From an optimization exercise on the open Yosys and OpenROAD flow, aimed at small area and a short achievable clock period; shortcuts taken in it are not production practice.
Function was checked by simulation only, so behaviour that the tests miss may differ from the original.
The flow treats the clock pin as an ideal source, which a real chip does not have.
Power is estimated from default activity; no workload was simulated.

--- design/flow/design.v ---
module audio_sample_fifo #(
  parameter int DEPTH   = 64,
  parameter int PREFILL = 32,
  localparam int AW     = $clog2(DEPTH)
) (
  input  logic          i_clk36,
  input  logic          i_rst36,
  input  logic          i_flush,
  input  logic          i_wr_valid,
  input  logic [47:0]   i_wr_data,
  output logic          o_wr_ready,
  input  logic          i_rdreq,
  output logic [47:0]   o_lraudio,
  output logic          o_wait,
  output logic [AW:0]   o_level,
  output logic          o_playing
  ,
  input  logic          i_stats_clr,
  output logic [15:0]   o_overflows,
  output logic [15:0]   o_underruns
);
  localparam int          MD       = DEPTH - 1;         
  localparam logic [AW:0] FULL_LVL = (AW+1)'(DEPTH);
  localparam logic [AW:0] PRE_LVL  = (AW+1)'(PREFILL);
  logic [47:0]   mem_q [MD];
  logic [47:0]   head_q;
  logic [AW-1:0] wp_q;
  logic [MD-1:0] rp_q;      
  logic [AW:0]   level_q;
  logic          play_q, wait_q;
  logic          empty_q, one_q, full_q;
  logic          ge2_q;      
  logic          rd_buf;     
  logic          wr_acc, rd_acc;
  logic [AW-1:0] wp_inc, wp_d;
  logic [MD-1:0] we_q;      
  logic [MD-1:0] rp_inc;
  logic [47:0]   rd_data;
  assign o_wr_ready = !full_q && !i_flush;
  assign wr_acc     = i_wr_valid && !full_q && !i_flush;
  assign rd_acc     = i_rdreq && !empty_q && !i_flush;
  assign rd_buf     = i_rdreq && ge2_q && !i_flush;
  assign wp_inc  = (wp_q == AW'(MD-1)) ? '0 : wp_q + AW'(1);
  assign rp_inc  = {rp_q[MD-2:0], rp_q[MD-1]};
  logic [47:0] rd_grp [7];
  for (genvar g = 0; g < 7; g++) begin : g_rd
    logic [9*48-1:0] ent;
    for (genvar j = 0; j < 9; j++) begin : g_ent
      assign ent[48*j +: 48] = mem_q[9*g+j];
    end
    audio_sample_fifo_sel9 u_sel (.i_ent(ent), .i_sel(rp_q[9*g +: 9]), .o_data(rd_grp[g]));
  end
  assign rd_data = (rd_grp[0] | rd_grp[1] | rd_grp[2] | rd_grp[3])
                 | (rd_grp[4] | rd_grp[5] | rd_grp[6]);
  logic [AW:0] level_d;
  logic        play_d;
  always_comb begin
    level_d = level_q;
    if (i_flush)                level_d = '0;
    else if (wr_acc && !rd_acc) level_d = level_q + (AW+1)'(1);
    else if (rd_acc && !wr_acc) level_d = level_q - (AW+1)'(1);
  end
  always_comb begin
    wp_d = wp_q;
    if (i_flush) wp_d = '0;
    else if (wr_acc && !empty_q && !(rd_acc && one_q)) wp_d = wp_inc;
  end
  logic drain;    
  assign drain = rd_acc && !wr_acc && one_q;
  logic empty_d, one_d, full_d;
  assign empty_d = i_flush || (!wr_acc && (empty_q || (one_q && rd_acc)));
  assign one_d   = !i_flush && ((wr_acc && !rd_acc && empty_q)
                             || (rd_acc && !wr_acc && (level_q == (AW+1)'(2)))
                             || ((wr_acc == rd_acc) && one_q));
  assign full_d  = !i_flush && ((wr_acc && !rd_acc && (level_q == FULL_LVL - (AW+1)'(1)))
                             || (full_q && !rd_acc));
  always_comb begin
    play_d = play_q;
    if (i_flush)      play_d = 1'b0;
    else if (!play_q) play_d = (level_d >= PRE_LVL);
    else if (drain)   play_d = 1'b0;
  end
  always_ff @(posedge i_clk36 or posedge i_rst36) begin
    if (i_rst36) begin
      rp_q    <= MD'(1);
      level_q <= '0;
      wp_q    <= '0;
      empty_q <= 1'b1;
      one_q   <= 1'b0;
      ge2_q   <= 1'b0;
      full_q  <= 1'b0;
      play_q  <= 1'b0;
      wait_q  <= 1'b1;
      head_q  <= '0;
    end else begin
      level_q <= level_d;
      wp_q    <= wp_d;
      empty_q <= empty_d;
      one_q   <= one_d;
      ge2_q   <= !empty_d && !one_d;
      full_q  <= full_d;
      play_q  <= play_d;
      wait_q  <= !play_d;
      if (i_flush) begin
        rp_q   <= MD'(1);
        head_q <= '0;
      end else begin
        if (rd_buf) begin
          head_q <= rd_data;
          rp_q   <= rp_inc;
        end else if (rd_acc) begin
          head_q <= wr_acc ? i_wr_data : '0;
        end else if (wr_acc && empty_q) begin
          head_q <= i_wr_data;
        end
      end
    end
  end
  always_ff @(posedge i_clk36) begin
    for (int i = 0; i < MD; i++)
      we_q[i] <= (wp_d == AW'(i)) && !full_d;
  end
  always_ff @(posedge i_clk36) begin
    for (int i = 0; i < MD; i++)
      if (we_q[i]) mem_q[i] <= i_wr_data;
  end
  assign o_lraudio = head_q;
  assign o_wait    = wait_q;
  assign o_playing = play_q;
  assign o_level   = level_q;
  logic [15:0] ovf_q, und_q;
  logic        ovf_inc, und_inc;
  assign ovf_inc = i_wr_valid && full_q && !i_flush;
  assign und_inc = (play_q && drain) || (i_rdreq && empty_q);
  always_ff @(posedge i_clk36 or posedge i_rst36) begin
    if (i_rst36) begin
      ovf_q <= '0;
      und_q <= '0;
    end else if (i_stats_clr) begin
      ovf_q <= '0;
      und_q <= '0;
    end else begin
      if (ovf_inc && (ovf_q != 16'hFFFF)) ovf_q <= ovf_q + 16'd1;
      if (und_inc && (und_q != 16'hFFFF)) und_q <= und_q + 16'd1;
    end
  end
  assign o_overflows = ovf_q;
  assign o_underruns = und_q;
endmodule
module audio_sample_fifo_sel9 (
  input  logic [9*48-1:0] i_ent,
  input  logic [8:0]      i_sel,
  output logic [47:0]     o_data
);
  logic [47:0] part_n [3];
  for (genvar k = 0; k < 3; k++) begin : g_part
    audio_sample_fifo_sel3n u_part (
      .i_ent(i_ent[3*48*k +: 3*48]), .i_sel(i_sel[3*k +: 3]), .o_data_n(part_n[k]));
  end
  assign o_data = ~(part_n[0] & part_n[1] & part_n[2]);
endmodule
module audio_sample_fifo_sel3n (
  input  logic [3*48-1:0] i_ent,
  input  logic [2:0]      i_sel,
  output logic [47:0]     o_data_n
);
  assign o_data_n = ~((i_ent[0 +: 48] & {48{i_sel[0]}})
                    | (i_ent[48 +: 48] & {48{i_sel[1]}})
                    | (i_ent[96 +: 48] & {48{i_sel[2]}}));
endmodule
--- design/flow/flow/run.sh ---
#!/bin/bash
# Standard ORFS layout, with three changes to how it is made:
#  - port buffers are plain buffers (buf_4) instead of the resizer's default pick
#    (a slow clkdlybuf4s50 delay cell on this platform);
#  - timing repair may swap a cell for one with another footprint;
#  - after clock tree synthesis, one more setup repair pass (flow/post_cts.tcl).
# Each tool's full output is in the ORFS logs folder (orfs/logs/); make's own
# output goes to flow_make.log here.
set -euo pipefail
bash standard.sh MATCH_CELL_FOOTPRINT=0 \
  "BUFFER_PORTS_ARGS=-buffer_cell sky130_fd_sc_hd__buf_4" \
  "POST_CTS_TCL=$(pwd)/flow/post_cts.tcl" finish > flow_make.log 2>&1
--- design/flow/flow/post_cts.tcl ---
# Sourced by ORFS's cts.tcl after its own timing repair (POST_CTS hook): one
# more setup repair pass with a tighter target, then legalize again.
estimate_parasitics -placement
repair_timing -setup -setup_margin 3.4 -repair_tns 100 -verbose
detailed_placement
check_placement -verbose
estimate_parasitics -placement
report_worst_slack -max
--- design/flow/standard.sh ---
#!/bin/bash
# synth_recipe.tcl (not shown) runs the flow's synth.tcl, then flattens the netlist and writes it again
# the make line also repeats each setting of config.mk as NAME=value (left out here)
make -C /OpenROAD-flow-scripts/flow DESIGN_CONFIG=/design/flow/config.mk WORK_HOME=/design/flow/orfs CLKGATE_MAP_FILE= SYNTH_SCRIPT=/design/flow/synth_recipe.tcl "${@:-finish}"
--- design/flow/config.mk ---
export PLATFORM = sky130hd
export DESIGN_NAME = audio_sample_fifo
export DESIGN_NICKNAME = audio_sample_fifo
export VERILOG_FILES = /design/flow/design.v
export SDC_FILE = /design/flow/constraint.sdc
export NUM_CORES = 4
export LEC_CHECK = 0
export CAP_MARGIN = 10
export CORE_MARGIN = 2
export CORE_UTILIZATION = 80
export CTS_BUF_LIST = sky130_fd_sc_hd__clkbuf_16
export CTS_CLUSTER_DIAMETER = 80
export CTS_CLUSTER_SIZE = 26
export SETUP_SLACK_MARGIN = 3.45
export SLEW_MARGIN = 10
export SYNTH_HIERARCHICAL = 1
--- design/flow/constraint.sdc ---
create_clock -name core_clock -period 6.0 [get_ports {i_clk36}]
set_input_delay 1.2000 -clock core_clock [delete_from_list [all_inputs] [get_ports {i_clk36}]]
set_output_delay 1.2000 -clock core_clock [all_outputs]
set_load 0.01 [all_outputs]
==> flow_metrics.env <==
export IMPL_tritoncts="yes"
export IMPL_path_max_fanout=8
export IMPL_num_nets_final=6071
export IMPL_crit_family="simple AND/OR/NAND/NOR gates"
export IMPL_final_area_um2=126200
export IMPL_fill_cells=5039
export IMPL_grt_usage_pct=46.14
export IMPL_rows=138
export IMPL_async_flop_share_pct=4.986
export IMPL_synth_cells=5674
export IMPL_start_kind="register"
export IMPL_path_cells="buf_4 > buf_6 > a222oi_1 > nand3_2 > nor4_4 > a21oi_1 > a21oi_1 > o21ai_1"
export IMPL_via_per_inst=8.758
export IMPL_wl_mm=358.8
export IMPL_cpMaxStageDelayCell="nor4_4"
export IMPL_drt_first_pass_iters=14
export IMPL_ys_types=67
export IMPL_ys_flop_type="edfxtp_1"
export IMPL_placed_area_um2=117200
export IMPL_finalSetupViolCount=0
export IMPL_outcome="no timing/DRC/antenna violations"
export IMPL_io_pins=144
export IMPL_synth_area_top_cells="edfxtp_1 79%, a222oi_1 8.8%, dfrtp_1 3.5%"
export IMPL_fp_dieW_um=382.3
export IMPL_cts_sinks=3249
export IMPL_vias=69960
export IMPL_setup_tns_ps=0
export IMPL_use_met1_pct=63.13
export IMPL_worstPathRequired_ps=6730
export IMPL_yosys_register_bits=3249
export IMPL_grt_ovfl_total=0
export IMPL_synth_largest_area_cell="edfxtp_1"
export IMPL_whs_ps=534.4
export IMPL_area_growth_pct=10.26
export IMPL_drive_above_1_share_pct=17.44
export IMPL_worstPathBufferInverterCount=2
export IMPL_port_buffers=143
export IMPL_insertion_delay_ps=880
export IMPL_drtIter0Drc=20160
export IMPL_hold_viol=0
export IMPL_start_util_pct=80.76
export IMPL_coreArea_um2=141800
export IMPL_dieArea_um2=146100
export IMPL_maxCapViolCount=0
export IMPL_worst_endpoint_arrival_ps=3870
export IMPL_end_kind="register"
export IMPL_finalCritPeriodShare_pct=52.34
export IMPL_path_common_cell="a21oi_1"
export IMPL_grt_pass1_wl_mm=467.8
export IMPL_skew_ps=57.43
export IMPL_dp_hpwl_mm=160.0
export IMPL_fp_dieH_um=382.3
export IMPL_grt_busiest_layer="met2"
export IMPL_ys_seq_area_share_pct=83.97
export IMPL_slew_violations=0
export IMPL_ir_worst_vdd_mv=0.2799
export IMPL_final_cell_mix="3024 x edfxtp_1, 1009 x a222oi_1, 336 x nand3_1, 325 x buf_4, 166 x clkbuf_16"
export IMPL_worstMarginPinSlew_ps=1204
export IMPL_ys_warn_count=12
export IMPL_synth_top_area_share_pct=79.32
export IMPL_postRouteAntennaNets=0
export IMPL_r2r_slack_ps=2860
export IMPL_grt_pass1_vias=66140
export IMPL_drt_wirelength_per_cell_um=44.92
export IMPL_max_stage_delay_ps=700
export IMPL_hp_class="in -> async"
export IMPL_synth_edff_count=3024
export IMPL_powerDensity_nw_per_um2=298.9
export IMPL_total_leakage_power_nw=40.72
export IMPL_grt_use_met3_pct=15.15
export IMPL_period_needed_ps=3140
export IMPL_place_congestion=0.8804
export IMPL_met2_usage_pct=67.65
export IMPL_drc=0
export IMPL_fmax_mhz=318.4
export IMPL_final_common_cell="edfxtp_1"
export IMPL_rsz0062_at_grt="yes"
export IMPL_path_class="reg -> reg"
export IMPL_syn_area_per_cell_um2=20.18
export IMPL_slew_headroom_pct=19.75
export IMPL_synth_area_um2=114500
export IMPL_cts_clk_slew_worst_paths_ps=100
export IMPL_grt_start_max_net_pins=130
export IMPL_antenna_found_initial=10
export IMPL_syn_nets=5737
## per-stage QoR
| step | setup slack [ps] | utilization, % | total power, mW | cells |
|---|---|---|---|---|
| after floorplan | 2746 | - | 25.81 | 5674 |
| after global placement | 2227 | 82.64 | 26.42 | 7486 |
| after detailed placement | 2138 | 82.64 | 26.47 | 7486 |
| after global routing | 2970 | 89.03 | 38.22 | 7979 |
| final | 2860 | 89.05 | 37.73 | 7988 |
## routing by layer
metal / vias up / routed length (µm)
met4: 8 / 27140
met2: 9108 / 157400
met5: - / 60
li1: 25590 / -
met3: 1803 / 74100
met1: 33460 / 100200
## Yosys stat by module (local to each module, per instance)
module / cell area, µm² / copies in the design
audio_sample_fifo: 100500 / 1
audio_sample_fifo_sel3n: 585.6 / 21
audio_sample_fifo_sel9: 240.2 / 7
## flip-flops by register name, summed over array words and instances (netlist names)
signal,flops
we_q,63
wp_q,6
play_q,1
und_q,16
full_q,1
empty_q,1
ovf_q,16
level_q,7
mem_q,3024
ge2_q,1
rp_q,63
one_q,1
head_q,48
wait_q,1
## power breakdown
group          internal, mW  switching [mW]
sequential             24.9           0.137
combinational         0.318           0.897
clock                  4.76            6.73
## area by class of cell
class / count / area, µm² / area share (%)
antenna: 9 / 22.52 / 0.01784
clock buffer: 153 / 3829 / 3.033
clock inverter: 74 / 391.6 / 0.3102
inverter: 19 / 86.33 / 0.06839
multi-input combinational: 2042 / 17260 / 13.67
sequential: 3249 / 96470 / 76.42
tap: 1890 / 2365 / 1.873
timing repair buffer: 552 / 5807 / 4.600
## cells by family (layout without fill, tap and decap cells)
group	Yosys count	in the layout	share of synthesized area, %
AO/OA/AOI/OAI	1279	1279	10.34
adder cells (fa/ha/maj)	9	9	0.09837
AND/OR/NAND/NOR	719	721	3.167
XOR/XNOR	27	27	0.2066
flip-flops	3249	3249	83.97
other	0	9	0
multiplexers	6	6	0.05246
buffers and inverters	385	798	2.168
## cells in the mapped netlist (all sizes together) (4+ instances only)
cell type / count
a21oi: 109
nor4: 58
o21bai: 4
nor4b: 5
o21ai: 53
nor2b: 5
nor3: 88
nand4: 15
ha: 9
and4: 5
and3: 5
xor2: 5
buf: 195
a31oi: 6
nand2b: 4
dfxtp: 63
inv: 18
a222oi: 1009
xnor2: 22
nand3: 354
a211oi: 10
mux2i: 6
nand2: 75
or3: 5
edfxtp: 3024
nor2: 86
a22o: 62
clkbuf: 171
dfrtp: 159
## worst register-to-register path: cells and delay by family, from the launching register on
| family | cells | cell delay (ps) |
|---|---|---|
| buffers and inverters | 2 | 350 |
| AOI/OAI and AO/OA | 4 | 900 |
| and+or+nand+nor | 2 | 1160 |
| DFF | 1 | 600 |
## worst paths after layout
path	start	to	cells past startpoint
min in group core_clock	we_q[37]$_DFF_P_	mem_q[37][23]$_DFFE_PP_	0
worst max-delay path	rp_q[46]$_DFFE_PP0P_	head_q[25]$_DFFE_PP0P_	8
worst min register to register	we_q[37]$_DFF_P_	mem_q[37][23]$_DFFE_PP_	0
worst max register to register	rp_q[46]$_DFFE_PP0P_	head_q[25]$_DFFE_PP0P_	8
max in group asynchronous	i_rst36	rp_q[10]$_DFFE_PP0P_	3
worst min-delay path	i_rst36	ovf_q[9]$_DFFE_PP0P_	2

[port drivers added, routing unchanged]
How much do the figures lean on ideal ports? The routed layout below was timed once more, with nothing changed but the port constraints.
Step 1 (the two cells are an assumption about what drives the block):
set clk [get_ports {i_clk36}]
set_driving_cell -lib_cell sky130_fd_sc_hd__clkbuf_16 $clk
set_driving_cell -lib_cell sky130_fd_sc_hd__buf_2 [delete_from_list [all_inputs] $clk]
Step 2 adds t to the input delays and takes it off the output delays; t is the mean of the earliest and latest rising clock arrival at the registers after step 1. Input paths then give back, and output paths get back, about the clock's delay inside the block.
Three values: no drivers, after step 1, after step 2; two values: the first two.
t, ns: 0.944
setup WS [ns]: 2.860 / 2.860 / 2.460
worst hold slack (ns): 0.534 / 0.464 / 0.544
worst setup path after step 2: input to register
worst data-port slew with drivers (ns): 0.16
After both steps this run still meets setup and hold. The setup slack of this run moves by 0.000 ns with the drivers and by -0.400 ns with both steps.
